Context: an optimization exercise on an open-source flow, tuned for small area and few clock cycles per item. The choices shown serve that exercise and are no tape-out recipe. In this exercise RTL edits were held to simulation tests only and were not proved equivalent to the original. Power figures rest on the tool's default switching activity, not on a simulated workload.

==> design/flow/constraint.sdc <==
create_clock -name core_clock -period 7.2 [get_ports {clk}]
set_input_delay 1.4400 -clock core_clock [delete_from_list [all_inputs] [get_ports {clk}]]
set_output_delay 1.4400 -clock core_clock [all_outputs]
set_load 0.01 [all_outputs]
==> design/flow/config.mk <==
export PLATFORM = sky130hd
export DESIGN_NAME = feedback_paced_drop_tail_queue_top
export DESIGN_NICKNAME = feedback_paced_drop_tail_queue_top
export VERILOG_FILES = /design/flow/design.v
export SDC_FILE = /design/flow/constraint.sdc
export NUM_CORES = 4
export LEC_CHECK = 0
export CAP_MARGIN = 20
export CORE_MARGIN = 2
export CORE_UTILIZATION = 40
export SLEW_MARGIN = 20
==> design/flow/run.sh <==
#!/bin/bash
# synth_recipe.tcl (not shown) runs the flow's synth.tcl, then flattens the netlist and writes it again
# the make line also repeats each setting of config.mk as NAME=value (left out here)
make -C /OpenROAD-flow-scripts/flow DESIGN_CONFIG=/design/flow/config.mk WORK_HOME=/design/flow/orfs CLKGATE_MAP_FILE= SYNTH_SCRIPT=/design/flow/synth_recipe.tcl finish
==> design/flow/design.v <==
package fpq_pkg;
	localparam int unsigned TAG_W       = 16;
	localparam int unsigned DUR_W       = 20;
	localparam int unsigned TIME_W      = 32;
	localparam int unsigned DELAY_W     = 25;
	localparam int unsigned LEN_W       = 7;
	localparam int unsigned SCALE_OUT_W = 8;
	localparam logic [1:0] ACT_ARRIVAL     = 2'd0;
	localparam logic [1:0] ACT_FEEDBACK    = 2'd1;
	localparam logic [1:0] ACT_SERVICE_END = 2'd2;
	localparam logic [1:0] ACT_IGNORED     = 2'd3;
	localparam logic [1:0] REG_QUEUE_LIMIT = 2'd0;
	localparam logic [1:0] REG_BACKOFF     = 2'd1;
	localparam logic [1:0] REG_RAISE       = 2'd2;
	localparam logic [LEN_W-1:0]  QUEUE_LIMIT_RST = 7'd64;
	localparam logic [TIME_W-1:0] BACKOFF_RST     = 32'd200000;
	localparam logic [TIME_W-1:0] RAISE_RST       = 32'd100000;
endpackage
module fpq_mul (
	input  logic [24:0] d17,
	input  logic [9:0]  t,
	output logic [30:0] z
);
	logic [9:0][24:0] pp;
	logic [33:0] p;
	always_comb begin
		for (int j = 0; j < 10; j++) begin
			pp[j] = d17 & {25{t[j]}};
		end
	end
	logic m1;
	logic m2;
	assign m1 = pp[9][0] ^ pp[8][1];
	assign m2 = pp[9][0] & pp[8][1];
	logic m3;
	logic m4;
	assign m3 = pp[9][1] ^ pp[8][2] ^ pp[7][3];
	assign m4 = (pp[9][1] & pp[8][2]) | (pp[9][1] & pp[7][3]) | (pp[8][2] & pp[7][3]);
	logic m5;
	logic m6;
	assign m5 = pp[9][2] ^ pp[8][3] ^ pp[7][4];
	assign m6 = (pp[9][2] & pp[8][3]) | (pp[9][2] & pp[7][4]) | (pp[8][3] & pp[7][4]);
	logic m7;
	logic m8;
	assign m7 = pp[9][3] ^ pp[8][4] ^ pp[7][5];
	assign m8 = (pp[9][3] & pp[8][4]) | (pp[9][3] & pp[7][5]) | (pp[8][4] & pp[7][5]);
	logic m9;
	logic m10;
	assign m9 = pp[9][4] ^ pp[8][5] ^ pp[7][6];
	assign m10 = (pp[9][4] & pp[8][5]) | (pp[9][4] & pp[7][6]) | (pp[8][5] & pp[7][6]);
	logic m11;
	logic m12;
	assign m11 = pp[9][5] ^ pp[8][6] ^ pp[7][7];
	assign m12 = (pp[9][5] & pp[8][6]) | (pp[9][5] & pp[7][7]) | (pp[8][6] & pp[7][7]);
	logic m13;
	logic m14;
	assign m13 = pp[9][6] ^ pp[8][7] ^ pp[7][8];
	assign m14 = (pp[9][6] & pp[8][7]) | (pp[9][6] & pp[7][8]) | (pp[8][7] & pp[7][8]);
	logic m15;
	logic m16;
	assign m15 = pp[9][7] ^ pp[8][8] ^ pp[7][9];
	assign m16 = (pp[9][7] & pp[8][8]) | (pp[9][7] & pp[7][9]) | (pp[8][8] & pp[7][9]);
	logic m17;
	logic m18;
	assign m17 = pp[9][8] ^ pp[8][9] ^ pp[7][10];
	assign m18 = (pp[9][8] & pp[8][9]) | (pp[9][8] & pp[7][10]) | (pp[8][9] & pp[7][10]);
	logic m19;
	logic m20;
	assign m19 = pp[9][9] ^ pp[8][10] ^ pp[7][11];
	assign m20 = (pp[9][9] & pp[8][10]) | (pp[9][9] & pp[7][11]) | (pp[8][10] & pp[7][11]);
	logic m21;
	logic m22;
	assign m21 = pp[9][10] ^ pp[8][11] ^ pp[7][12];
	assign m22 = (pp[9][10] & pp[8][11]) | (pp[9][10] & pp[7][12]) | (pp[8][11] & pp[7][12]);
	logic m23;
	logic m24;
	assign m23 = pp[9][11] ^ pp[8][12] ^ pp[7][13];
	assign m24 = (pp[9][11] & pp[8][12]) | (pp[9][11] & pp[7][13]) | (pp[8][12] & pp[7][13]);
	logic m25;
	logic m26;
	assign m25 = pp[9][12] ^ pp[8][13] ^ pp[7][14];
	assign m26 = (pp[9][12] & pp[8][13]) | (pp[9][12] & pp[7][14]) | (pp[8][13] & pp[7][14]);
	logic m27;
	logic m28;
	assign m27 = pp[9][13] ^ pp[8][14] ^ pp[7][15];
	assign m28 = (pp[9][13] & pp[8][14]) | (pp[9][13] & pp[7][15]) | (pp[8][14] & pp[7][15]);
	logic m29;
	logic m30;
	assign m29 = pp[9][14] ^ pp[8][15] ^ pp[7][16];
	assign m30 = (pp[9][14] & pp[8][15]) | (pp[9][14] & pp[7][16]) | (pp[8][15] & pp[7][16]);
	logic m31;
	logic m32;
	assign m31 = pp[9][15] ^ pp[8][16] ^ pp[7][17];
	assign m32 = (pp[9][15] & pp[8][16]) | (pp[9][15] & pp[7][17]) | (pp[8][16] & pp[7][17]);
	logic m33;
	logic m34;
	assign m33 = pp[9][16] ^ pp[8][17];
	assign m34 = pp[9][16] & pp[8][17];
	logic m35;
	logic m36;
	assign m35 = pp[6][0] ^ pp[5][1];
	assign m36 = pp[6][0] & pp[5][1];
	logic m37;
	logic m38;
	assign m37 = pp[7][0] ^ pp[6][1] ^ pp[5][2];
	assign m38 = (pp[7][0] & pp[6][1]) | (pp[7][0] & pp[5][2]) | (pp[6][1] & pp[5][2]);
	logic m39;
	logic m40;
	assign m39 = pp[4][3] ^ pp[3][4];
	assign m40 = pp[4][3] & pp[3][4];
	logic m41;
	logic m42;
	assign m41 = pp[8][0] ^ pp[7][1] ^ pp[6][2];
	assign m42 = (pp[8][0] & pp[7][1]) | (pp[8][0] & pp[6][2]) | (pp[7][1] & pp[6][2]);
	logic m43;
	logic m44;
	assign m43 = pp[5][3] ^ pp[4][4] ^ pp[3][5];
	assign m44 = (pp[5][3] & pp[4][4]) | (pp[5][3] & pp[3][5]) | (pp[4][4] & pp[3][5]);
	logic m45;
	logic m46;
	assign m45 = pp[2][6] ^ pp[1][7];
	assign m46 = pp[2][6] & pp[1][7];
	logic m47;
	logic m48;
	assign m47 = m1 ^ pp[7][2] ^ pp[6][3];
	assign m48 = (m1 & pp[7][2]) | (m1 & pp[6][3]) | (pp[7][2] & pp[6][3]);
	logic m49;
	logic m50;
	assign m49 = pp[5][4] ^ pp[4][5] ^ pp[3][6];
	assign m50 = (pp[5][4] & pp[4][5]) | (pp[5][4] & pp[3][6]) | (pp[4][5] & pp[3][6]);
	logic m51;
	logic m52;
	assign m51 = pp[2][7] ^ pp[1][8] ^ pp[0][9];
	assign m52 = (pp[2][7] & pp[1][8]) | (pp[2][7] & pp[0][9]) | (pp[1][8] & pp[0][9]);
	logic m53;
	logic m54;
	assign m53 = m3 ^ pp[6][4] ^ pp[5][5];
	assign m54 = (m3 & pp[6][4]) | (m3 & pp[5][5]) | (pp[6][4] & pp[5][5]);
	logic m55;
	logic m56;
	assign m55 = pp[4][6] ^ pp[3][7] ^ pp[2][8];
	assign m56 = (pp[4][6] & pp[3][7]) | (pp[4][6] & pp[2][8]) | (pp[3][7] & pp[2][8]);
	logic m57;
	logic m58;
	assign m57 = pp[1][9] ^ pp[0][10] ^ m2;
	assign m58 = (pp[1][9] & pp[0][10]) | (pp[1][9] & m2) | (pp[0][10] & m2);
	logic m59;
	logic m60;
	assign m59 = m5 ^ pp[6][5] ^ pp[5][6];
	assign m60 = (m5 & pp[6][5]) | (m5 & pp[5][6]) | (pp[6][5] & pp[5][6]);
	logic m61;
	logic m62;
	assign m61 = pp[4][7] ^ pp[3][8] ^ pp[2][9];
	assign m62 = (pp[4][7] & pp[3][8]) | (pp[4][7] & pp[2][9]) | (pp[3][8] & pp[2][9]);
	logic m63;
	logic m64;
	assign m63 = pp[1][10] ^ pp[0][11] ^ m4;
	assign m64 = (pp[1][10] & pp[0][11]) | (pp[1][10] & m4) | (pp[0][11] & m4);
	logic m65;
	logic m66;
	assign m65 = m7 ^ pp[6][6] ^ pp[5][7];
	assign m66 = (m7 & pp[6][6]) | (m7 & pp[5][7]) | (pp[6][6] & pp[5][7]);
	logic m67;
	logic m68;
	assign m67 = pp[4][8] ^ pp[3][9] ^ pp[2][10];
	assign m68 = (pp[4][8] & pp[3][9]) | (pp[4][8] & pp[2][10]) | (pp[3][9] & pp[2][10]);
	logic m69;
	logic m70;
	assign m69 = pp[1][11] ^ pp[0][12] ^ m6;
	assign m70 = (pp[1][11] & pp[0][12]) | (pp[1][11] & m6) | (pp[0][12] & m6);
	logic m71;
	logic m72;
	assign m71 = m9 ^ pp[6][7] ^ pp[5][8];
	assign m72 = (m9 & pp[6][7]) | (m9 & pp[5][8]) | (pp[6][7] & pp[5][8]);
	logic m73;
	logic m74;
	assign m73 = pp[4][9] ^ pp[3][10] ^ pp[2][11];
	assign m74 = (pp[4][9] & pp[3][10]) | (pp[4][9] & pp[2][11]) | (pp[3][10] & pp[2][11]);
	logic m75;
	logic m76;
	assign m75 = pp[1][12] ^ pp[0][13] ^ m8;
	assign m76 = (pp[1][12] & pp[0][13]) | (pp[1][12] & m8) | (pp[0][13] & m8);
	logic m77;
	logic m78;
	assign m77 = m11 ^ pp[6][8] ^ pp[5][9];
	assign m78 = (m11 & pp[6][8]) | (m11 & pp[5][9]) | (pp[6][8] & pp[5][9]);
	logic m79;
	logic m80;
	assign m79 = pp[4][10] ^ pp[3][11] ^ pp[2][12];
	assign m80 = (pp[4][10] & pp[3][11]) | (pp[4][10] & pp[2][12]) | (pp[3][11] & pp[2][12]);
	logic m81;
	logic m82;
	assign m81 = pp[1][13] ^ pp[0][14] ^ m10;
	assign m82 = (pp[1][13] & pp[0][14]) | (pp[1][13] & m10) | (pp[0][14] & m10);
	logic m83;
	logic m84;
	assign m83 = m13 ^ pp[6][9] ^ pp[5][10];
	assign m84 = (m13 & pp[6][9]) | (m13 & pp[5][10]) | (pp[6][9] & pp[5][10]);
	logic m85;
	logic m86;
	assign m85 = pp[4][11] ^ pp[3][12] ^ pp[2][13];
	assign m86 = (pp[4][11] & pp[3][12]) | (pp[4][11] & pp[2][13]) | (pp[3][12] & pp[2][13]);
	logic m87;
	logic m88;
	assign m87 = pp[1][14] ^ pp[0][15] ^ m12;
	assign m88 = (pp[1][14] & pp[0][15]) | (pp[1][14] & m12) | (pp[0][15] & m12);
	logic m89;
	logic m90;
	assign m89 = m15 ^ pp[6][10] ^ pp[5][11];
	assign m90 = (m15 & pp[6][10]) | (m15 & pp[5][11]) | (pp[6][10] & pp[5][11]);
	logic m91;
	logic m92;
	assign m91 = pp[4][12] ^ pp[3][13] ^ pp[2][14];
	assign m92 = (pp[4][12] & pp[3][13]) | (pp[4][12] & pp[2][14]) | (pp[3][13] & pp[2][14]);
	logic m93;
	logic m94;
	assign m93 = pp[1][15] ^ pp[0][16] ^ m14;
	assign m94 = (pp[1][15] & pp[0][16]) | (pp[1][15] & m14) | (pp[0][16] & m14);
	logic m95;
	logic m96;
	assign m95 = m17 ^ pp[6][11] ^ pp[5][12];
	assign m96 = (m17 & pp[6][11]) | (m17 & pp[5][12]) | (pp[6][11] & pp[5][12]);
	logic m97;
	logic m98;
	assign m97 = pp[4][13] ^ pp[3][14] ^ pp[2][15];
	assign m98 = (pp[4][13] & pp[3][14]) | (pp[4][13] & pp[2][15]) | (pp[3][14] & pp[2][15]);
	logic m99;
	logic m100;
	assign m99 = pp[1][16] ^ pp[0][17] ^ m16;
	assign m100 = (pp[1][16] & pp[0][17]) | (pp[1][16] & m16) | (pp[0][17] & m16);
	logic m101;
	logic m102;
	assign m101 = m19 ^ pp[6][12] ^ pp[5][13];
	assign m102 = (m19 & pp[6][12]) | (m19 & pp[5][13]) | (pp[6][12] & pp[5][13]);
	logic m103;
	logic m104;
	assign m103 = pp[4][14] ^ pp[3][15] ^ pp[2][16];
	assign m104 = (pp[4][14] & pp[3][15]) | (pp[4][14] & pp[2][16]) | (pp[3][15] & pp[2][16]);
	logic m105;
	logic m106;
	assign m105 = pp[1][17] ^ pp[0][18] ^ m18;
	assign m106 = (pp[1][17] & pp[0][18]) | (pp[1][17] & m18) | (pp[0][18] & m18);
	logic m107;
	logic m108;
	assign m107 = m21 ^ pp[6][13] ^ pp[5][14];
	assign m108 = (m21 & pp[6][13]) | (m21 & pp[5][14]) | (pp[6][13] & pp[5][14]);
	logic m109;
	logic m110;
	assign m109 = pp[4][15] ^ pp[3][16] ^ pp[2][17];
	assign m110 = (pp[4][15] & pp[3][16]) | (pp[4][15] & pp[2][17]) | (pp[3][16] & pp[2][17]);
	logic m111;
	logic m112;
	assign m111 = pp[1][18] ^ pp[0][19] ^ m20;
	assign m112 = (pp[1][18] & pp[0][19]) | (pp[1][18] & m20) | (pp[0][19] & m20);
	logic m113;
	logic m114;
	assign m113 = m23 ^ pp[6][14] ^ pp[5][15];
	assign m114 = (m23 & pp[6][14]) | (m23 & pp[5][15]) | (pp[6][14] & pp[5][15]);
	logic m115;
	logic m116;
	assign m115 = pp[4][16] ^ pp[3][17] ^ pp[2][18];
	assign m116 = (pp[4][16] & pp[3][17]) | (pp[4][16] & pp[2][18]) | (pp[3][17] & pp[2][18]);
	logic m117;
	logic m118;
	assign m117 = pp[1][19] ^ pp[0][20] ^ m22;
	assign m118 = (pp[1][19] & pp[0][20]) | (pp[1][19] & m22) | (pp[0][20] & m22);
	logic m119;
	logic m120;
	assign m119 = m25 ^ pp[6][15] ^ pp[5][16];
	assign m120 = (m25 & pp[6][15]) | (m25 & pp[5][16]) | (pp[6][15] & pp[5][16]);
	logic m121;
	logic m122;
	assign m121 = pp[4][17] ^ pp[3][18] ^ pp[2][19];
	assign m122 = (pp[4][17] & pp[3][18]) | (pp[4][17] & pp[2][19]) | (pp[3][18] & pp[2][19]);
	logic m123;
	logic m124;
	assign m123 = pp[1][20] ^ pp[0][21] ^ m24;
	assign m124 = (pp[1][20] & pp[0][21]) | (pp[1][20] & m24) | (pp[0][21] & m24);
	logic m125;
	logic m126;
	assign m125 = m27 ^ pp[6][16] ^ pp[5][17];
	assign m126 = (m27 & pp[6][16]) | (m27 & pp[5][17]) | (pp[6][16] & pp[5][17]);
	logic m127;
	logic m128;
	assign m127 = pp[4][18] ^ pp[3][19] ^ pp[2][20];
	assign m128 = (pp[4][18] & pp[3][19]) | (pp[4][18] & pp[2][20]) | (pp[3][19] & pp[2][20]);
	logic m129;
	logic m130;
	assign m129 = pp[1][21] ^ pp[0][22] ^ m26;
	assign m130 = (pp[1][21] & pp[0][22]) | (pp[1][21] & m26) | (pp[0][22] & m26);
	logic m131;
	logic m132;
	assign m131 = m29 ^ pp[6][17] ^ pp[5][18];
	assign m132 = (m29 & pp[6][17]) | (m29 & pp[5][18]) | (pp[6][17] & pp[5][18]);
	logic m133;
	logic m134;
	assign m133 = pp[4][19] ^ pp[3][20] ^ pp[2][21];
	assign m134 = (pp[4][19] & pp[3][20]) | (pp[4][19] & pp[2][21]) | (pp[3][20] & pp[2][21]);
	logic m135;
	logic m136;
	assign m135 = pp[1][22] ^ pp[0][23] ^ m28;
	assign m136 = (pp[1][22] & pp[0][23]) | (pp[1][22] & m28) | (pp[0][23] & m28);
	logic m137;
	logic m138;
	assign m137 = m31 ^ pp[6][18] ^ pp[5][19];
	assign m138 = (m31 & pp[6][18]) | (m31 & pp[5][19]) | (pp[6][18] & pp[5][19]);
	logic m139;
	logic m140;
	assign m139 = pp[4][20] ^ pp[3][21] ^ pp[2][22];
	assign m140 = (pp[4][20] & pp[3][21]) | (pp[4][20] & pp[2][22]) | (pp[3][21] & pp[2][22]);
	logic m141;
	logic m142;
	assign m141 = pp[1][23] ^ pp[0][24] ^ m30;
	assign m142 = (pp[1][23] & pp[0][24]) | (pp[1][23] & m30) | (pp[0][24] & m30);
	logic m143;
	logic m144;
	assign m143 = m33 ^ pp[7][18] ^ pp[6][19];
	assign m144 = (m33 & pp[7][18]) | (m33 & pp[6][19]) | (pp[7][18] & pp[6][19]);
	logic m145;
	logic m146;
	assign m145 = pp[5][20] ^ pp[4][21] ^ pp[3][22];
	assign m146 = (pp[5][20] & pp[4][21]) | (pp[5][20] & pp[3][22]) | (pp[4][21] & pp[3][22]);
	logic m147;
	logic m148;
	assign m147 = pp[2][23] ^ pp[1][24] ^ m32;
	assign m148 = (pp[2][23] & pp[1][24]) | (pp[2][23] & m32) | (pp[1][24] & m32);
	logic m149;
	logic m150;
	assign m149 = pp[9][17] ^ pp[8][18] ^ pp[7][19];
	assign m150 = (pp[9][17] & pp[8][18]) | (pp[9][17] & pp[7][19]) | (pp[8][18] & pp[7][19]);
	logic m151;
	logic m152;
	assign m151 = pp[6][20] ^ pp[5][21] ^ pp[4][22];
	assign m152 = (pp[6][20] & pp[5][21]) | (pp[6][20] & pp[4][22]) | (pp[5][21] & pp[4][22]);
	logic m153;
	logic m154;
	assign m153 = pp[3][23] ^ pp[2][24] ^ m34;
	assign m154 = (pp[3][23] & pp[2][24]) | (pp[3][23] & m34) | (pp[2][24] & m34);
	logic m155;
	logic m156;
	assign m155 = pp[9][18] ^ pp[8][19] ^ pp[7][20];
	assign m156 = (pp[9][18] & pp[8][19]) | (pp[9][18] & pp[7][20]) | (pp[8][19] & pp[7][20]);
	logic m157;
	logic m158;
	assign m157 = pp[6][21] ^ pp[5][22] ^ pp[4][23];
	assign m158 = (pp[6][21] & pp[5][22]) | (pp[6][21] & pp[4][23]) | (pp[5][22] & pp[4][23]);
	logic m159;
	logic m160;
	assign m159 = pp[9][19] ^ pp[8][20] ^ pp[7][21];
	assign m160 = (pp[9][19] & pp[8][20]) | (pp[9][19] & pp[7][21]) | (pp[8][20] & pp[7][21]);
	logic m161;
	logic m162;
	assign m161 = pp[4][0] ^ pp[3][1];
	assign m162 = pp[4][0] & pp[3][1];
	logic m163;
	logic m164;
	assign m163 = pp[5][0] ^ pp[4][1] ^ pp[3][2];
	assign m164 = (pp[5][0] & pp[4][1]) | (pp[5][0] & pp[3][2]) | (pp[4][1] & pp[3][2]);
	logic m165;
	logic m166;
	assign m165 = pp[2][3] ^ pp[1][4];
	assign m166 = pp[2][3] & pp[1][4];
	logic m167;
	logic m168;
	assign m167 = m35 ^ pp[4][2] ^ pp[3][3];
	assign m168 = (m35 & pp[4][2]) | (m35 & pp[3][3]) | (pp[4][2] & pp[3][3]);
	logic m169;
	logic m170;
	assign m169 = pp[2][4] ^ pp[1][5] ^ pp[0][6];
	assign m170 = (pp[2][4] & pp[1][5]) | (pp[2][4] & pp[0][6]) | (pp[1][5] & pp[0][6]);
	logic m171;
	logic m172;
	assign m171 = m37 ^ m39 ^ pp[2][5];
	assign m172 = (m37 & m39) | (m37 & pp[2][5]) | (m39 & pp[2][5]);
	logic m173;
	logic m174;
	assign m173 = pp[1][6] ^ pp[0][7] ^ m36;
	assign m174 = (pp[1][6] & pp[0][7]) | (pp[1][6] & m36) | (pp[0][7] & m36);
	logic m175;
	logic m176;
	assign m175 = m41 ^ m43 ^ m45;
	assign m176 = (m41 & m43) | (m41 & m45) | (m43 & m45);
	logic m177;
	logic m178;
	assign m177 = pp[0][8] ^ m38 ^ m40;
	assign m178 = (pp[0][8] & m38) | (pp[0][8] & m40) | (m38 & m40);
	logic m179;
	logic m180;
	assign m179 = m47 ^ m49 ^ m51;
	assign m180 = (m47 & m49) | (m47 & m51) | (m49 & m51);
	logic m181;
	logic m182;
	assign m181 = m42 ^ m44 ^ m46;
	assign m182 = (m42 & m44) | (m42 & m46) | (m44 & m46);
	logic m183;
	logic m184;
	assign m183 = m53 ^ m55 ^ m57;
	assign m184 = (m53 & m55) | (m53 & m57) | (m55 & m57);
	logic m185;
	logic m186;
	assign m185 = m48 ^ m50 ^ m52;
	assign m186 = (m48 & m50) | (m48 & m52) | (m50 & m52);
	logic m187;
	logic m188;
	assign m187 = m59 ^ m61 ^ m63;
	assign m188 = (m59 & m61) | (m59 & m63) | (m61 & m63);
	logic m189;
	logic m190;
	assign m189 = m54 ^ m56 ^ m58;
	assign m190 = (m54 & m56) | (m54 & m58) | (m56 & m58);
	logic m191;
	logic m192;
	assign m191 = m65 ^ m67 ^ m69;
	assign m192 = (m65 & m67) | (m65 & m69) | (m67 & m69);
	logic m193;
	logic m194;
	assign m193 = m60 ^ m62 ^ m64;
	assign m194 = (m60 & m62) | (m60 & m64) | (m62 & m64);
	logic m195;
	logic m196;
	assign m195 = m71 ^ m73 ^ m75;
	assign m196 = (m71 & m73) | (m71 & m75) | (m73 & m75);
	logic m197;
	logic m198;
	assign m197 = m66 ^ m68 ^ m70;
	assign m198 = (m66 & m68) | (m66 & m70) | (m68 & m70);
	logic m199;
	logic m200;
	assign m199 = m77 ^ m79 ^ m81;
	assign m200 = (m77 & m79) | (m77 & m81) | (m79 & m81);
	logic m201;
	logic m202;
	assign m201 = m72 ^ m74 ^ m76;
	assign m202 = (m72 & m74) | (m72 & m76) | (m74 & m76);
	logic m203;
	logic m204;
	assign m203 = m83 ^ m85 ^ m87;
	assign m204 = (m83 & m85) | (m83 & m87) | (m85 & m87);
	logic m205;
	logic m206;
	assign m205 = m78 ^ m80 ^ m82;
	assign m206 = (m78 & m80) | (m78 & m82) | (m80 & m82);
	logic m207;
	logic m208;
	assign m207 = m89 ^ m91 ^ m93;
	assign m208 = (m89 & m91) | (m89 & m93) | (m91 & m93);
	logic m209;
	logic m210;
	assign m209 = m84 ^ m86 ^ m88;
	assign m210 = (m84 & m86) | (m84 & m88) | (m86 & m88);
	logic m211;
	logic m212;
	assign m211 = m95 ^ m97 ^ m99;
	assign m212 = (m95 & m97) | (m95 & m99) | (m97 & m99);
	logic m213;
	logic m214;
	assign m213 = m90 ^ m92 ^ m94;
	assign m214 = (m90 & m92) | (m90 & m94) | (m92 & m94);
	logic m215;
	logic m216;
	assign m215 = m101 ^ m103 ^ m105;
	assign m216 = (m101 & m103) | (m101 & m105) | (m103 & m105);
	logic m217;
	logic m218;
	assign m217 = m96 ^ m98 ^ m100;
	assign m218 = (m96 & m98) | (m96 & m100) | (m98 & m100);
	logic m219;
	logic m220;
	assign m219 = m107 ^ m109 ^ m111;
	assign m220 = (m107 & m109) | (m107 & m111) | (m109 & m111);
	logic m221;
	logic m222;
	assign m221 = m102 ^ m104 ^ m106;
	assign m222 = (m102 & m104) | (m102 & m106) | (m104 & m106);
	logic m223;
	logic m224;
	assign m223 = m113 ^ m115 ^ m117;
	assign m224 = (m113 & m115) | (m113 & m117) | (m115 & m117);
	logic m225;
	logic m226;
	assign m225 = m108 ^ m110 ^ m112;
	assign m226 = (m108 & m110) | (m108 & m112) | (m110 & m112);
	logic m227;
	logic m228;
	assign m227 = m119 ^ m121 ^ m123;
	assign m228 = (m119 & m121) | (m119 & m123) | (m121 & m123);
	logic m229;
	logic m230;
	assign m229 = m114 ^ m116 ^ m118;
	assign m230 = (m114 & m116) | (m114 & m118) | (m116 & m118);
	logic m231;
	logic m232;
	assign m231 = m125 ^ m127 ^ m129;
	assign m232 = (m125 & m127) | (m125 & m129) | (m127 & m129);
	logic m233;
	logic m234;
	assign m233 = m120 ^ m122 ^ m124;
	assign m234 = (m120 & m122) | (m120 & m124) | (m122 & m124);
	logic m235;
	logic m236;
	assign m235 = m131 ^ m133 ^ m135;
	assign m236 = (m131 & m133) | (m131 & m135) | (m133 & m135);
	logic m237;
	logic m238;
	assign m237 = m126 ^ m128 ^ m130;
	assign m238 = (m126 & m128) | (m126 & m130) | (m128 & m130);
	logic m239;
	logic m240;
	assign m239 = m137 ^ m139 ^ m141;
	assign m240 = (m137 & m139) | (m137 & m141) | (m139 & m141);
	logic m241;
	logic m242;
	assign m241 = m132 ^ m134 ^ m136;
	assign m242 = (m132 & m134) | (m132 & m136) | (m134 & m136);
	logic m243;
	logic m244;
	assign m243 = m143 ^ m145 ^ m147;
	assign m244 = (m143 & m145) | (m143 & m147) | (m145 & m147);
	logic m245;
	logic m246;
	assign m245 = m138 ^ m140 ^ m142;
	assign m246 = (m138 & m140) | (m138 & m142) | (m140 & m142);
	logic m247;
	logic m248;
	assign m247 = m149 ^ m151 ^ m153;
	assign m248 = (m149 & m151) | (m149 & m153) | (m151 & m153);
	logic m249;
	logic m250;
	assign m249 = m144 ^ m146 ^ m148;
	assign m250 = (m144 & m146) | (m144 & m148) | (m146 & m148);
	logic m251;
	logic m252;
	assign m251 = m155 ^ m157 ^ pp[3][24];
	assign m252 = (m155 & m157) | (m155 & pp[3][24]) | (m157 & pp[3][24]);
	logic m253;
	logic m254;
	assign m253 = m150 ^ m152 ^ m154;
	assign m254 = (m150 & m152) | (m150 & m154) | (m152 & m154);
	logic m255;
	logic m256;
	assign m255 = m159 ^ pp[6][22] ^ pp[5][23];
	assign m256 = (m159 & pp[6][22]) | (m159 & pp[5][23]) | (pp[6][22] & pp[5][23]);
	logic m257;
	logic m258;
	assign m257 = pp[4][24] ^ m156 ^ m158;
	assign m258 = (pp[4][24] & m156) | (pp[4][24] & m158) | (m156 & m158);
	logic m259;
	logic m260;
	assign m259 = pp[9][20] ^ pp[8][21] ^ pp[7][22];
	assign m260 = (pp[9][20] & pp[8][21]) | (pp[9][20] & pp[7][22]) | (pp[8][21] & pp[7][22]);
	logic m261;
	logic m262;
	assign m261 = pp[6][23] ^ pp[5][24] ^ m160;
	assign m262 = (pp[6][23] & pp[5][24]) | (pp[6][23] & m160) | (pp[5][24] & m160);
	logic m263;
	logic m264;
	assign m263 = pp[9][21] ^ pp[8][22] ^ pp[7][23];
	assign m264 = (pp[9][21] & pp[8][22]) | (pp[9][21] & pp[7][23]) | (pp[8][22] & pp[7][23]);
	logic m265;
	logic m266;
	assign m265 = pp[3][0] ^ pp[2][1];
	assign m266 = pp[3][0] & pp[2][1];
	logic m267;
	logic m268;
	assign m267 = m161 ^ pp[2][2] ^ pp[1][3];
	assign m268 = (m161 & pp[2][2]) | (m161 & pp[1][3]) | (pp[2][2] & pp[1][3]);
	logic m269;
	logic m270;
	assign m269 = m163 ^ m165 ^ pp[0][5];
	assign m270 = (m163 & m165) | (m163 & pp[0][5]) | (m165 & pp[0][5]);
	logic m271;
	logic m272;
	assign m271 = m167 ^ m169 ^ m164;
	assign m272 = (m167 & m169) | (m167 & m164) | (m169 & m164);
	logic m273;
	logic m274;
	assign m273 = m171 ^ m173 ^ m168;
	assign m274 = (m171 & m173) | (m171 & m168) | (m173 & m168);
	logic m275;
	logic m276;
	assign m275 = m175 ^ m177 ^ m172;
	assign m276 = (m175 & m177) | (m175 & m172) | (m177 & m172);
	logic m277;
	logic m278;
	assign m277 = m179 ^ m181 ^ m176;
	assign m278 = (m179 & m181) | (m179 & m176) | (m181 & m176);
	logic m279;
	logic m280;
	assign m279 = m183 ^ m185 ^ m180;
	assign m280 = (m183 & m185) | (m183 & m180) | (m185 & m180);
	logic m281;
	logic m282;
	assign m281 = m187 ^ m189 ^ m184;
	assign m282 = (m187 & m189) | (m187 & m184) | (m189 & m184);
	logic m283;
	logic m284;
	assign m283 = m191 ^ m193 ^ m188;
	assign m284 = (m191 & m193) | (m191 & m188) | (m193 & m188);
	logic m285;
	logic m286;
	assign m285 = m195 ^ m197 ^ m192;
	assign m286 = (m195 & m197) | (m195 & m192) | (m197 & m192);
	logic m287;
	logic m288;
	assign m287 = m199 ^ m201 ^ m196;
	assign m288 = (m199 & m201) | (m199 & m196) | (m201 & m196);
	logic m289;
	logic m290;
	assign m289 = m203 ^ m205 ^ m200;
	assign m290 = (m203 & m205) | (m203 & m200) | (m205 & m200);
	logic m291;
	logic m292;
	assign m291 = m207 ^ m209 ^ m204;
	assign m292 = (m207 & m209) | (m207 & m204) | (m209 & m204);
	logic m293;
	logic m294;
	assign m293 = m211 ^ m213 ^ m208;
	assign m294 = (m211 & m213) | (m211 & m208) | (m213 & m208);
	logic m295;
	logic m296;
	assign m295 = m215 ^ m217 ^ m212;
	assign m296 = (m215 & m217) | (m215 & m212) | (m217 & m212);
	logic m297;
	logic m298;
	assign m297 = m219 ^ m221 ^ m216;
	assign m298 = (m219 & m221) | (m219 & m216) | (m221 & m216);
	logic m299;
	logic m300;
	assign m299 = m223 ^ m225 ^ m220;
	assign m300 = (m223 & m225) | (m223 & m220) | (m225 & m220);
	logic m301;
	logic m302;
	assign m301 = m227 ^ m229 ^ m224;
	assign m302 = (m227 & m229) | (m227 & m224) | (m229 & m224);
	logic m303;
	logic m304;
	assign m303 = m231 ^ m233 ^ m228;
	assign m304 = (m231 & m233) | (m231 & m228) | (m233 & m228);
	logic m305;
	logic m306;
	assign m305 = m235 ^ m237 ^ m232;
	assign m306 = (m235 & m237) | (m235 & m232) | (m237 & m232);
	logic m307;
	logic m308;
	assign m307 = m239 ^ m241 ^ m236;
	assign m308 = (m239 & m241) | (m239 & m236) | (m241 & m236);
	logic m309;
	logic m310;
	assign m309 = m243 ^ m245 ^ m240;
	assign m310 = (m243 & m245) | (m243 & m240) | (m245 & m240);
	logic m311;
	logic m312;
	assign m311 = m247 ^ m249 ^ m244;
	assign m312 = (m247 & m249) | (m247 & m244) | (m249 & m244);
	logic m313;
	logic m314;
	assign m313 = m251 ^ m253 ^ m248;
	assign m314 = (m251 & m253) | (m251 & m248) | (m253 & m248);
	logic m315;
	logic m316;
	assign m315 = m255 ^ m257 ^ m252;
	assign m316 = (m255 & m257) | (m255 & m252) | (m257 & m252);
	logic m317;
	logic m318;
	assign m317 = m259 ^ m261 ^ m256;
	assign m318 = (m259 & m261) | (m259 & m256) | (m261 & m256);
	logic m319;
	logic m320;
	assign m319 = m263 ^ pp[6][24] ^ m260;
	assign m320 = (m263 & pp[6][24]) | (m263 & m260) | (pp[6][24] & m260);
	logic m321;
	logic m322;
	assign m321 = pp[9][22] ^ pp[8][23] ^ pp[7][24];
	assign m322 = (pp[9][22] & pp[8][23]) | (pp[9][22] & pp[7][24]) | (pp[8][23] & pp[7][24]);
	logic m323;
	logic m324;
	assign m323 = pp[2][0] ^ pp[1][1];
	assign m324 = pp[2][0] & pp[1][1];
	logic m325;
	logic m326;
	assign m325 = m265 ^ pp[1][2] ^ pp[0][3];
	assign m326 = (m265 & pp[1][2]) | (m265 & pp[0][3]) | (pp[1][2] & pp[0][3]);
	logic m327;
	logic m328;
	assign m327 = m267 ^ pp[0][4] ^ m266;
	assign m328 = (m267 & pp[0][4]) | (m267 & m266) | (pp[0][4] & m266);
	logic m329;
	logic m330;
	assign m329 = m269 ^ m162 ^ m268;
	assign m330 = (m269 & m162) | (m269 & m268) | (m162 & m268);
	logic m331;
	logic m332;
	assign m331 = m271 ^ m166 ^ m270;
	assign m332 = (m271 & m166) | (m271 & m270) | (m166 & m270);
	logic m333;
	logic m334;
	assign m333 = m273 ^ m170 ^ m272;
	assign m334 = (m273 & m170) | (m273 & m272) | (m170 & m272);
	logic m335;
	logic m336;
	assign m335 = m275 ^ m174 ^ m274;
	assign m336 = (m275 & m174) | (m275 & m274) | (m174 & m274);
	logic m337;
	logic m338;
	assign m337 = m277 ^ m178 ^ m276;
	assign m338 = (m277 & m178) | (m277 & m276) | (m178 & m276);
	logic m339;
	logic m340;
	assign m339 = m279 ^ m182 ^ m278;
	assign m340 = (m279 & m182) | (m279 & m278) | (m182 & m278);
	logic m341;
	logic m342;
	assign m341 = m281 ^ m186 ^ m280;
	assign m342 = (m281 & m186) | (m281 & m280) | (m186 & m280);
	logic m343;
	logic m344;
	assign m343 = m283 ^ m190 ^ m282;
	assign m344 = (m283 & m190) | (m283 & m282) | (m190 & m282);
	logic m345;
	logic m346;
	assign m345 = m285 ^ m194 ^ m284;
	assign m346 = (m285 & m194) | (m285 & m284) | (m194 & m284);
	logic m347;
	logic m348;
	assign m347 = m287 ^ m198 ^ m286;
	assign m348 = (m287 & m198) | (m287 & m286) | (m198 & m286);
	logic m349;
	logic m350;
	assign m349 = m289 ^ m202 ^ m288;
	assign m350 = (m289 & m202) | (m289 & m288) | (m202 & m288);
	logic m351;
	logic m352;
	assign m351 = m291 ^ m206 ^ m290;
	assign m352 = (m291 & m206) | (m291 & m290) | (m206 & m290);
	logic m353;
	logic m354;
	assign m353 = m293 ^ m210 ^ m292;
	assign m354 = (m293 & m210) | (m293 & m292) | (m210 & m292);
	logic m355;
	logic m356;
	assign m355 = m295 ^ m214 ^ m294;
	assign m356 = (m295 & m214) | (m295 & m294) | (m214 & m294);
	logic m357;
	logic m358;
	assign m357 = m297 ^ m218 ^ m296;
	assign m358 = (m297 & m218) | (m297 & m296) | (m218 & m296);
	logic m359;
	logic m360;
	assign m359 = m299 ^ m222 ^ m298;
	assign m360 = (m299 & m222) | (m299 & m298) | (m222 & m298);
	logic m361;
	logic m362;
	assign m361 = m301 ^ m226 ^ m300;
	assign m362 = (m301 & m226) | (m301 & m300) | (m226 & m300);
	logic m363;
	logic m364;
	assign m363 = m303 ^ m230 ^ m302;
	assign m364 = (m303 & m230) | (m303 & m302) | (m230 & m302);
	logic m365;
	logic m366;
	assign m365 = m305 ^ m234 ^ m304;
	assign m366 = (m305 & m234) | (m305 & m304) | (m234 & m304);
	logic m367;
	logic m368;
	assign m367 = m307 ^ m238 ^ m306;
	assign m368 = (m307 & m238) | (m307 & m306) | (m238 & m306);
	logic m369;
	logic m370;
	assign m369 = m309 ^ m242 ^ m308;
	assign m370 = (m309 & m242) | (m309 & m308) | (m242 & m308);
	logic m371;
	logic m372;
	assign m371 = m311 ^ m246 ^ m310;
	assign m372 = (m311 & m246) | (m311 & m310) | (m246 & m310);
	logic m373;
	logic m374;
	assign m373 = m313 ^ m250 ^ m312;
	assign m374 = (m313 & m250) | (m313 & m312) | (m250 & m312);
	logic m375;
	logic m376;
	assign m375 = m315 ^ m254 ^ m314;
	assign m376 = (m315 & m254) | (m315 & m314) | (m254 & m314);
	logic m377;
	logic m378;
	assign m377 = m317 ^ m258 ^ m316;
	assign m378 = (m317 & m258) | (m317 & m316) | (m258 & m316);
	logic m379;
	logic m380;
	assign m379 = m319 ^ m262 ^ m318;
	assign m380 = (m319 & m262) | (m319 & m318) | (m262 & m318);
	logic m381;
	logic m382;
	assign m381 = m321 ^ m264 ^ m320;
	assign m382 = (m321 & m264) | (m321 & m320) | (m264 & m320);
	logic m383;
	logic m384;
	assign m383 = pp[9][23] ^ pp[8][24] ^ m322;
	assign m384 = (pp[9][23] & pp[8][24]) | (pp[9][23] & m322) | (pp[8][24] & m322);
	logic [33:0] mr0, mr1;
	assign mr0 = {pp[9][24], m383, m381, m379, m377, m375, m373, m371, m369, m367, m365, m363, m361, m359, m357, m355, m353, m351, m349, m347, m345, m343, m341, m339, m337, m335, m333, m331, m329, m327, m325, m323, pp[1][0], pp[0][0]};
	assign mr1 = {m384, m382, m380, m378, m376, m374, m372, m370, m368, m366, m364, m362, m360, m358, m356, m354, m352, m350, m348, m346, m344, m342, m340, m338, m336, m334, m332, m330, m328, m326, m324, pp[0][2], pp[0][1], 1'b0};
	assign p = mr0 + mr1;
	assign z = p[33:3];
endmodule
module fpq_delay (
	input  logic [30:0] z,
	output logic [24:0] delay
);
	logic [30:0] sum;
	logic s1;
	logic s2;
	assign s1 = z[0] ^ z[8];
	assign s2 = z[0] & z[8];
	logic s3;
	logic s4;
	assign s3 = z[1] ^ z[9];
	assign s4 = z[1] & z[9];
	logic s5;
	logic s6;
	assign s5 = z[2] ^ z[10] ^ z[18];
	assign s6 = (z[2] & z[10]) | (z[2] & z[18]) | (z[10] & z[18]);
	logic s7;
	logic s8;
	assign s7 = z[3] ^ z[11];
	assign s8 = z[3] & z[11];
	logic s9;
	logic s10;
	assign s9 = z[4] ^ z[12];
	assign s10 = z[4] & z[12];
	logic s11;
	logic s12;
	assign s11 = z[5] ^ z[13];
	assign s12 = z[5] & z[13];
	logic s13;
	logic s14;
	assign s13 = z[6] ^ z[14];
	assign s14 = z[6] & z[14];
	logic s15;
	logic s16;
	assign s15 = s1 ^ z[16];
	assign s16 = s1 & z[16];
	logic s17;
	logic s18;
	assign s17 = s3 ^ z[17] ^ z[25];
	assign s18 = (s3 & z[17]) | (s3 & z[25]) | (z[17] & z[25]);
	logic s19;
	logic s20;
	assign s19 = s5 ^ z[26] ^ 1'b1;
	assign s20 = (s5 & z[26]) | (s5 & 1'b1) | (z[26] & 1'b1);
	logic s21;
	logic s22;
	assign s21 = s7 ^ z[19] ^ z[27];
	assign s22 = (s7 & z[19]) | (s7 & z[27]) | (z[19] & z[27]);
	logic s23;
	logic s24;
	assign s23 = s9 ^ z[20] ^ z[28];
	assign s24 = (s9 & z[20]) | (s9 & z[28]) | (z[20] & z[28]);
	logic s25;
	logic s26;
	assign s25 = s11 ^ z[21] ^ z[29];
	assign s26 = (s11 & z[21]) | (s11 & z[29]) | (z[21] & z[29]);
	logic s27;
	logic s28;
	assign s27 = s13 ^ z[22] ^ z[30];
	assign s28 = (s13 & z[22]) | (s13 & z[30]) | (z[22] & z[30]);
	logic s29;
	logic s30;
	assign s29 = z[7] ^ z[15] ^ z[23];
	assign s30 = (z[7] & z[15]) | (z[7] & z[23]) | (z[15] & z[23]);
	logic s31;
	logic s32;
	assign s31 = z[8] ^ z[16];
	assign s32 = z[8] & z[16];
	logic s33;
	logic s34;
	assign s33 = z[9] ^ z[17];
	assign s34 = z[9] & z[17];
	logic s35;
	logic s36;
	assign s35 = z[10] ^ z[18];
	assign s36 = z[10] & z[18];
	logic s37;
	logic s38;
	assign s37 = z[11] ^ z[19];
	assign s38 = z[11] & z[19];
	logic s39;
	logic s40;
	assign s39 = z[12] ^ z[20];
	assign s40 = z[12] & z[20];
	logic s41;
	logic s42;
	assign s41 = z[13] ^ z[21];
	assign s42 = z[13] & z[21];
	logic s43;
	logic s44;
	assign s43 = z[14] ^ z[22];
	assign s44 = z[14] & z[22];
	logic s45;
	logic s46;
	assign s45 = s15 ^ z[24];
	assign s46 = s15 & z[24];
	logic s47;
	logic s48;
	assign s47 = s17 ^ s2 ^ s16;
	assign s48 = (s17 & s2) | (s17 & s16) | (s2 & s16);
	logic s49;
	logic s50;
	assign s49 = s19 ^ s4 ^ s18;
	assign s50 = (s19 & s4) | (s19 & s18) | (s4 & s18);
	logic s51;
	logic s52;
	assign s51 = s21 ^ s6 ^ s20;
	assign s52 = (s21 & s6) | (s21 & s20) | (s6 & s20);
	logic s53;
	logic s54;
	assign s53 = s23 ^ s8 ^ s22;
	assign s54 = (s23 & s8) | (s23 & s22) | (s8 & s22);
	logic s55;
	logic s56;
	assign s55 = s25 ^ s10 ^ s24;
	assign s56 = (s25 & s10) | (s25 & s24) | (s10 & s24);
	logic s57;
	logic s58;
	assign s57 = s27 ^ s12 ^ s26;
	assign s58 = (s27 & s12) | (s27 & s26) | (s12 & s26);
	logic s59;
	logic s60;
	assign s59 = s29 ^ s14 ^ s28;
	assign s60 = (s29 & s14) | (s29 & s28) | (s14 & s28);
	logic s61;
	logic s62;
	assign s61 = s31 ^ z[24] ^ s30;
	assign s62 = (s31 & z[24]) | (s31 & s30) | (z[24] & s30);
	logic s63;
	logic s64;
	assign s63 = s33 ^ z[25] ^ s32;
	assign s64 = (s33 & z[25]) | (s33 & s32) | (z[25] & s32);
	logic s65;
	logic s66;
	assign s65 = s35 ^ z[26] ^ s34;
	assign s66 = (s35 & z[26]) | (s35 & s34) | (z[26] & s34);
	logic s67;
	logic s68;
	assign s67 = s37 ^ z[27] ^ s36;
	assign s68 = (s37 & z[27]) | (s37 & s36) | (z[27] & s36);
	logic s69;
	logic s70;
	assign s69 = s39 ^ z[28] ^ s38;
	assign s70 = (s39 & z[28]) | (s39 & s38) | (z[28] & s38);
	logic s71;
	logic s72;
	assign s71 = s41 ^ z[29] ^ s40;
	assign s72 = (s41 & z[29]) | (s41 & s40) | (z[29] & s40);
	logic s73;
	logic s74;
	assign s73 = s43 ^ z[30] ^ s42;
	assign s74 = (s43 & z[30]) | (s43 & s42) | (z[30] & s42);
	logic s75;
	logic s76;
	assign s75 = z[15] ^ z[23] ^ s44;
	assign s76 = (z[15] & z[23]) | (z[15] & s44) | (z[23] & s44);
	logic s77;
	logic s78;
	assign s77 = z[16] ^ z[24];
	assign s78 = z[16] & z[24];
	logic s79;
	logic s80;
	assign s79 = z[17] ^ z[25];
	assign s80 = z[17] & z[25];
	logic s81;
	logic s82;
	assign s81 = z[18] ^ z[26];
	assign s82 = z[18] & z[26];
	logic s83;
	logic s84;
	assign s83 = z[19] ^ z[27];
	assign s84 = z[19] & z[27];
	logic s85;
	logic s86;
	assign s85 = z[20] ^ z[28];
	assign s86 = z[20] & z[28];
	logic s87;
	logic s88;
	assign s87 = z[21] ^ z[29];
	assign s88 = z[21] & z[29];
	logic s89;
	logic s90;
	assign s89 = z[22] ^ z[30];
	assign s90 = z[22] & z[30];
	logic [30:0] sr0, sr1;
	assign sr0 = {z[30], z[29], z[28], z[27], z[26], z[25], z[24], z[23], s89, s87, s85, s83, s81, s79, s77, s75, s73, s71, s69, s67, s65, s63, s61, s59, s57, s55, s53, s51, s49, s47, s45};
	assign sr1 = {1'b0, 1'b0, 1'b0, 1'b0, 1'b0, 1'b0, 1'b0, s90, s88, s86, s84, s82, s80, s78, s76, s74, s72, s70, s68, s66, s64, s62, s60, s58, s56, s54, s52, s50, s48, s46, 1'b1};
	assign sum = sr0 + sr1;
	assign delay = sum[30:6];
endmodule
module feedback_paced_drop_tail_queue_top #(
	parameter int unsigned QUEUE_DEPTH = 64,
	parameter int unsigned SCALE_MAX   = 255
) (
	input  logic        clk,
	input  logic        arst_n,
	input  logic        psel,
	input  logic        penable,
	input  logic        pwrite,
	input  logic [3:0]  paddr,
	input  logic [31:0] pwdata,
	output logic [31:0] prdata,
	output logic        pready,
	input  logic        item_valid,
	output logic        item_stall,
	input  logic [1:0]  action,
	input  logic [31:0] now_time,
	input  logic [15:0] packet_tag,
	input  logic [19:0] packet_duration,
	input  logic        queue_full_flag,
	input  logic        receiver_full_flag,
	output logic        result_valid,
	input  logic        result_stall,
	output logic        sent_valid,
	output logic [15:0] sent_tag,
	output logic [24:0] service_delay,
	output logic        start_service_now,
	output logic        dropped,
	output logic [6:0]  queue_length,
	output logic [7:0]  scale_tenths
);
	localparam int unsigned TAG_W  = fpq_pkg::TAG_W;
	localparam int unsigned DUR_W  = fpq_pkg::DUR_W;
	localparam int unsigned TIME_W = fpq_pkg::TIME_W;
	localparam int unsigned LEN_W  = fpq_pkg::LEN_W;
	localparam int unsigned ENT_W  = TAG_W + DUR_W;
	logic [LEN_W-1:0]  limit_q;
	logic [TIME_W-1:0] backoff_q;
	logic [TIME_W-1:0] raise_q;
	logic              cfg_wr;
	logic [QUEUE_DEPTH-1:0][ENT_W-1:0] mem_q;
	logic [5:0]        last_pop_q;
	logic [6:0]        count_q;
	logic              busy_q;
	logic [7:0]        scale_q;
	logic [9:0]        t_q;
	logic [TIME_W-1:0] last_q;
	logic              valid0_q;
	logic              sent0_q;
	logic              start0_q;
	logic              dropped0_q;
	logic              result_valid_q;
	logic              sent_q;
	logic              start_q;
	logic              dropped_q;
	logic [6:0]        qlen_q;
	logic [7:0]        scale_out_q;
	logic [TAG_W-1:0]  tag_q;
	logic [30:0]       z_q;
	logic              adv;
	logic              acc;
	logic [TIME_W-1:0] elapsed;
	logic              dec;
	logic              raise_hit;
	logic              inc;
	logic              pop;
	logic              go_idle;
	logic              drop;
	logic              push;
	logic              start;
	logic [5:0]        tail;
	logic [QUEUE_DEPTH-1:0] at_last;
	logic [DUR_W-1:0]  head_dur;
	logic [24:0]       d17;
	logic [24:0]       d17_q;
	logic [TAG_W-1:0]  rd_tag;
	assign pready = 1'b1;
	assign cfg_wr = psel && penable && pwrite;
	always_ff @(posedge clk or negedge arst_n) begin
		if (!arst_n) begin
			limit_q   <= fpq_pkg::QUEUE_LIMIT_RST;
			backoff_q <= fpq_pkg::BACKOFF_RST;
			raise_q   <= fpq_pkg::RAISE_RST;
		end else if (cfg_wr) begin
			case (paddr[3:2])
				fpq_pkg::REG_QUEUE_LIMIT: limit_q   <= pwdata[LEN_W-1:0];
				fpq_pkg::REG_BACKOFF:     backoff_q <= pwdata;
				fpq_pkg::REG_RAISE:       raise_q   <= pwdata;
				default: ;
			endcase
		end
	end
	always_comb begin
		case (paddr[3:2])
			fpq_pkg::REG_QUEUE_LIMIT: prdata = 32'(limit_q);
			fpq_pkg::REG_BACKOFF:     prdata = backoff_q;
			fpq_pkg::REG_RAISE:       prdata = raise_q;
			default:                  prdata = 32'd0;
		endcase
	end
	assign adv        = !result_valid_q || !result_stall;
	assign item_stall = !adv;
	assign acc        = item_valid && adv;
	always_comb begin
		elapsed   = now_time - last_q;
		dec       = (action != fpq_pkg::ACT_IGNORED) && (elapsed >= backoff_q) &&
			(scale_q > 8'd1);
		raise_hit = (action == fpq_pkg::ACT_FEEDBACK) &&
			(queue_full_flag || receiver_full_flag) && (elapsed >= raise_q);
		inc       = raise_hit && (dec || scale_q != 8'd255);
		pop       = (action == fpq_pkg::ACT_SERVICE_END) && (count_q != 7'd0);
		go_idle   = (action == fpq_pkg::ACT_SERVICE_END) && (count_q == 7'd0);
		drop      = (action == fpq_pkg::ACT_ARRIVAL) &&
			((count_q >= limit_q) || count_q[6]);
		push      = (action == fpq_pkg::ACT_ARRIVAL) && !drop;
		start     = push && !busy_q;
		tail      = last_pop_q + 6'd1 + count_q[5:0];
	end
	always_ff @(posedge clk or negedge arst_n) begin
		if (!arst_n) begin
			last_pop_q <= '0;
			count_q    <= '0;
			busy_q     <= 1'b0;
			scale_q    <= '0;
			t_q        <= 10'd30;
			last_q     <= '0;
		end else if (acc) begin
			if (push) begin
				count_q <= count_q + 7'd1;
			end else if (pop) begin
				count_q <= count_q - 7'd1;
			end
			if (inc && !dec) begin
				scale_q <= scale_q + 8'd1;
				t_q     <= t_q + 10'd3;
			end else if (dec && !inc) begin
				scale_q <= scale_q - 8'd1;
				t_q     <= t_q - 10'd3;
			end
			if (raise_hit) begin
				last_q <= now_time;
			end
			if (pop) begin
				last_pop_q <= last_pop_q + 6'd1;
			end
			if (pop || start) begin
				busy_q <= 1'b1;
			end else if (go_idle) begin
				busy_q <= 1'b0;
			end
		end
	end
	always_ff @(posedge clk) begin
		for (int i = 0; i < QUEUE_DEPTH; i++) begin
			if (acc && push && tail == 6'(i)) begin
				mem_q[i] <= {packet_tag, packet_duration};
			end
		end
	end
	always_ff @(posedge clk or negedge arst_n) begin
		if (!arst_n) begin
			valid0_q   <= 1'b0;
			sent0_q    <= 1'b0;
			start0_q   <= 1'b0;
			dropped0_q <= 1'b0;
		end else if (adv) begin
			valid0_q   <= acc;
			sent0_q    <= acc && pop;
			start0_q   <= start;
			dropped0_q <= drop;
		end
	end
	always_comb begin
		for (int i = 0; i < QUEUE_DEPTH; i++) begin
			at_last[i] = last_pop_q == 6'(i);
		end
	end
	always_comb begin
		head_dur = '0;
		for (int i = 0; i < QUEUE_DEPTH; i++) begin
			head_dur = head_dur | (mem_q[i][DUR_W-1:0] &
				{DUR_W{acc && pop && at_last[(i + QUEUE_DEPTH - 1) % QUEUE_DEPTH]}});
		end
		d17 = 25'(head_dur) + {head_dur, 4'b0000};
	end
	always_ff @(posedge clk) begin
		if (adv) begin
			d17_q <= d17;
		end
	end
	always_comb begin
		rd_tag = '0;
		for (int i = 0; i < QUEUE_DEPTH; i++) begin
			rd_tag = rd_tag | (mem_q[i][ENT_W-1:DUR_W] & {TAG_W{sent0_q && at_last[i]}});
		end
	end
	logic [30:0] z;
	fpq_mul u_mul (
		.d17   (d17_q),
		.t     (t_q),
		.z     (z)
	);
	always_ff @(posedge clk or negedge arst_n) begin
		if (!arst_n) begin
			result_valid_q <= 1'b0;
		end else if (adv) begin
			result_valid_q <= valid0_q;
		end
	end
	always_ff @(posedge clk) begin
		if (adv) begin
			sent_q      <= sent0_q;
			start_q     <= start0_q;
			dropped_q   <= dropped0_q;
			qlen_q      <= count_q;
			scale_out_q <= scale_q;
			tag_q       <= rd_tag;
			z_q         <= z;
		end
	end
	logic [24:0] delay;
	fpq_delay u_delay (
		.z     (z_q),
		.delay (delay)
	);
	assign result_valid      = result_valid_q;
	assign sent_valid        = sent_q;
	assign sent_tag          = tag_q;
	assign service_delay     = delay;
	assign start_service_now = start_q;
	assign dropped           = dropped_q;
	assign queue_length      = qlen_q;
	assign scale_tenths      = scale_out_q;
endmodule
==> flow_summary.yaml <==
cts:
  clockRootBuffer: "clkbuf_16"
  cts_tree: "yes"
  htree_levels: 5
  clock_latency_ps: 1000
  clockBufferDepth: 4
  clock-sinks: 2534
  path_clk_slew_ps: 70
  tritoncts.num_buffers: 281
placement:
  port_buffers: 205
  dp_cells: 10540
  place.detailed.hpwl_microns: 245800
  place_ws_ps: -1309
  globalplace.congestion: 0.8927
synth:
  synth_cell_types: 70
  ys_async_sr_fraction_pct: 5.525
  synth-edff-count: 2394
  synth_top_flop_cell: "edfxtp_1"
  ys_seq_area_share_pct: 71.86
  synth_cells: 6549
  syn-num-nets: 7104
  synth_area_sq_um: 104900
  avgSynthCellArea_sq_um: 16.03
  synth-seq-cells: 2534
  synth_warnings: 2
power:
  ir_drop_v: 0.001115
  p_leak_nw: 43.96
  power_mw: 46.63
  p_per_area_nw_per_um2: 371.9
final_layout:
  final_util_pct: 47.93
  drive_above_1_share_pct: 17.15
  final_cell_count_no_fill: 11050
  fill_cells: 22190
  nNetsFinal: 7869
  area_growth_pct: 19.46
setup_path:
  worstRegToRegCells: 37
  end_kind: "output pin"
  crit_fanout: 5
  crit_chain: "inv_1 > fa_1 > fa_1 > inv_1 > ha_1 > a21o_1 > a21oi_1 > o211ai_1 > nand4_1 > a211oi_1 > o21ai_0 > a21boi_0 > o21ai_0 > a21oi_1 > xor2_1 > clkdlybuf4s50_1"
  crit_buf_inv: 3
  cp_top_family: "compound AO/OA/AOI/OAI gates"
  slowest_stage: "clkdlybuf4s50_1"
  cp-start-kind: "register"
  worstPathArrival_ps: 5450
  cpPeakStageDelay_ps: 550
  crit_type: "register to output pin"
  worstPathRequired_ps: 5760
  crit_cells: 16
floorplanning:
  dieArea_sq_um: 266500
  ioPinCount: 209
  initial_core_util_pct: 40.12
  fp.dieW_microns: 516.2
  die_h_microns: 516.2
  row_count: 188
  core_region_area_sq_um: 261600
sta:
  hold_slack_ps: 456.2
  fmax_mhz: 145.0
  setup_viol: 0
  hold_viol: 0
  period_share_pct: 95.75
  period_minus_slack_ps: 6894
  grt_setup_unrepaired: "yes"
  finClkSkew_ps: 102.6
  slew_viol_final: 0
  tightest_slew_ps: 1226
  slew_headroom_pct: 18.07
  setup_slack_ps: 305.7
drt:
  wl_per_cell_microns: 37.70
  drcViolationCount: 0
  ant_nets: 0
  drtPass1Iterations: 6
  viasPerCell: 6.435
  routed_wl_microns: 416500
  vias: 71080
  drtIter0Drc: 13190
grt:
  antenna_found_initial: 26
  grt_pass1_wl_microns: 561100
  grt_pass1_vias: 67510
  overflow: 0
  grt_max_degree: 94
  grt_util_all_layers_pct: 30.69
outcome:
  status: "finished clean"
hold_path:
  hp-class: "register to register"
  whs_path_depth: 0
job:
  cap_viol_max_count: 0
[path summary, 6_finish.rpt]
kind / from / to / slack, ps
worst max-delay path: z_q[25] / service_delay[15] / 310
worst min-delay path: start0_q / start_q / 460
worst max register to register: last_q[0] / t_q[9] / 780
worst min register to register: start0_q / start_q / 460
max in group asynchronous: arst_n / raise_q[4] / 5290
min in group asynchronous: arst_n / raise_q[20] / 620
[registers in the layout (all words and copies together), names as in the netlist, 8 cells and up]
register	count
d17_q	25
t_q	10
raise_q	32
z_q	31
last_q	32
scale_out_q	8
mem_q	2304
tag_q	16
scale_q	8
backoff_q	32
[cells in the mapped netlist (all sizes together) (9+ instances only)]
master	number	area (sq um)
and4	14	122.6
or4	21	165.2
a221oi	314	2750
edfxtp	2394	71890
nor4	39	244.0
a22oi	458	3438
and3	19	118.9
o21bai	14	105.1
nor2b	23	143.9
nand2b	22	137.6
xnor2	81	709.4
a221o	34	340.3
a21o	55	412.9
inv	335	1257
ha	230	2878
a21oi	105	525.5
nand3	78	390.4
buf	40	203.9
xor2	41	359.1
o21a	18	135.1
dfstp	17	446.7
nand2	305	1145
a22o	374	3276
mux2	67	754.5
fa	210	4204
dfrtp	123	3078
nor2	247	929.7
nand4b	9	78.83
clkbuf	233	874.6
o21ai	110	550.5
nor3	112	570.6
and2	200	1251
nand4	130	813.3
a211oi	13	97.59
[per-stage QoR]
stage / setup TNS, ps / cell area, sq um
finish: 0 / 125400
floorplan: 0 / 105000
global placement: -12710 / 116400
global route: -190.9 / 125300
CTS: 0 / 125000
detailed placement: -11850 / 116500
[timing repair]
| action | CTS | global route |
|---|---|---|
| setup endpoints to repair | 4 | 8 |
| resized for setup | 9 | 37 |
| buffers inserted | 0 | 4 |
| hold buffers | 0 | 0 |
| pin swaps | 3 | 31 |
[layout by cell type, fill, tap and decap left out, types with 34 or more instances in the layout]
cell	netlist	layout
clkbuf_1	233	53
buf_12	0	95
a22oi_1	458	458
a21oi_1	105	97
nor3_1	110	52
nor3_2	2	57
buf_4	4	460
a22o_1	374	374
clkinv_2	0	42
fa_1	210	209
o21ai_0	109	100
inv_1	334	331
ha_1	230	223
a21o_1	55	55
nand3_1	78	77
mux2_2	67	67
xor2_1	41	41
edfxtp_1	2394	2394
and2_1	200	200
clkinv_1	0	58
a221oi_1	314	313
nor2_1	246	111
a221o_1	34	34
clkbuf_16	0	287
nand4_1	130	130
clkdlybuf4s50_1	0	163
nand2_1	305	303
nor4_1	39	39
nor2_4	0	85
dfrtp_1	123	123
xnor2_1	81	79
nor2_2	1	51
[kinds of logic (layout without fill, tap and decap cells)]
group | Yosys count | count (layout) | share of synthesized area [%]
flops | 2534 | 2534 | 71.86
mux | 75 | 75 | 0.7952
buf+inv | 608 | 1569 | 2.226
simple gates | 1238 | 1238 | 5.961
fa+ha+maj | 440 | 440 | 6.748
xor+xnor | 122 | 122 | 1.018
compound gates | 1531 | 1531 | 11.39
other cells | 1 | 22 | 0.003573
[cell type report]
cell class	instances	area (sq um)	area share (%)
diodes	21	52.55	0.04192
clock buffers	344	7436	5.931
clock inverters	135	1079	0.8603
inverters	335	1260	1.005
multi-input cells	3407	28510	22.74
flip-flops and latches	2534	75410	60.15
well taps	3515	4398	3.508
repair buffers	755	7222	5.760
[layer usage]
| layer | global-route usage [%] | up-vias | wire, microns |
|---|---|---|---|
| met4 | 17.14 | 16 | 29050 |
| met3 | 9.155 | 1491 | 59480 |
| li1 | - | 27500 | - |
| met2 | 46.45 | 6083 | 182300 |
| met5 | 0 | - | 156 |
| met1 | 39.47 | 35990 | 145500 |
[report_power, final]
group / internal [mW] / leakage, nW / total [mW] / switching, mW
Combinational: 6.85 / 16.4 / 15.1 / 8.24
Clock: 7.86 / 4.17 / 13.7 / 5.87
Sequential: 17.0 / 23.3 / 17.8 / 0.778
Testbench counts, summed over its fixed seeds: cycles 24,016, items 24,000.

-- static timing again, ports no longer ideal --
No port has a modelled driver above. Below, the same layout with a new extraction and two added sets of constraints.
Step 1: set_driving_cell puts a clkbuf_16 on clk and a buf_2 on each other input, an assumption about the parent block.
Step 2 moves the port delays by t, midway between the first and last clock arrival at a register: inputs arrive t later, outputs are due t later. That takes back most of the time a late clock gives input paths.
Three values: ideal, step 1, step 2; two values: the first two.
t (ns): 1.025
setup WS [ns]: 0.306 / 0.213 / -0.577
worst setup path at the end: input to register
clock arrival spread, ns: 0.139 / 0.138
pins driven straight from the clock port: 1
Met with ideal ports but missed after step 2: setup timing in this run. The setup slack of this run moves by -0.093 ns with the drivers and by -0.883 ns with both steps.
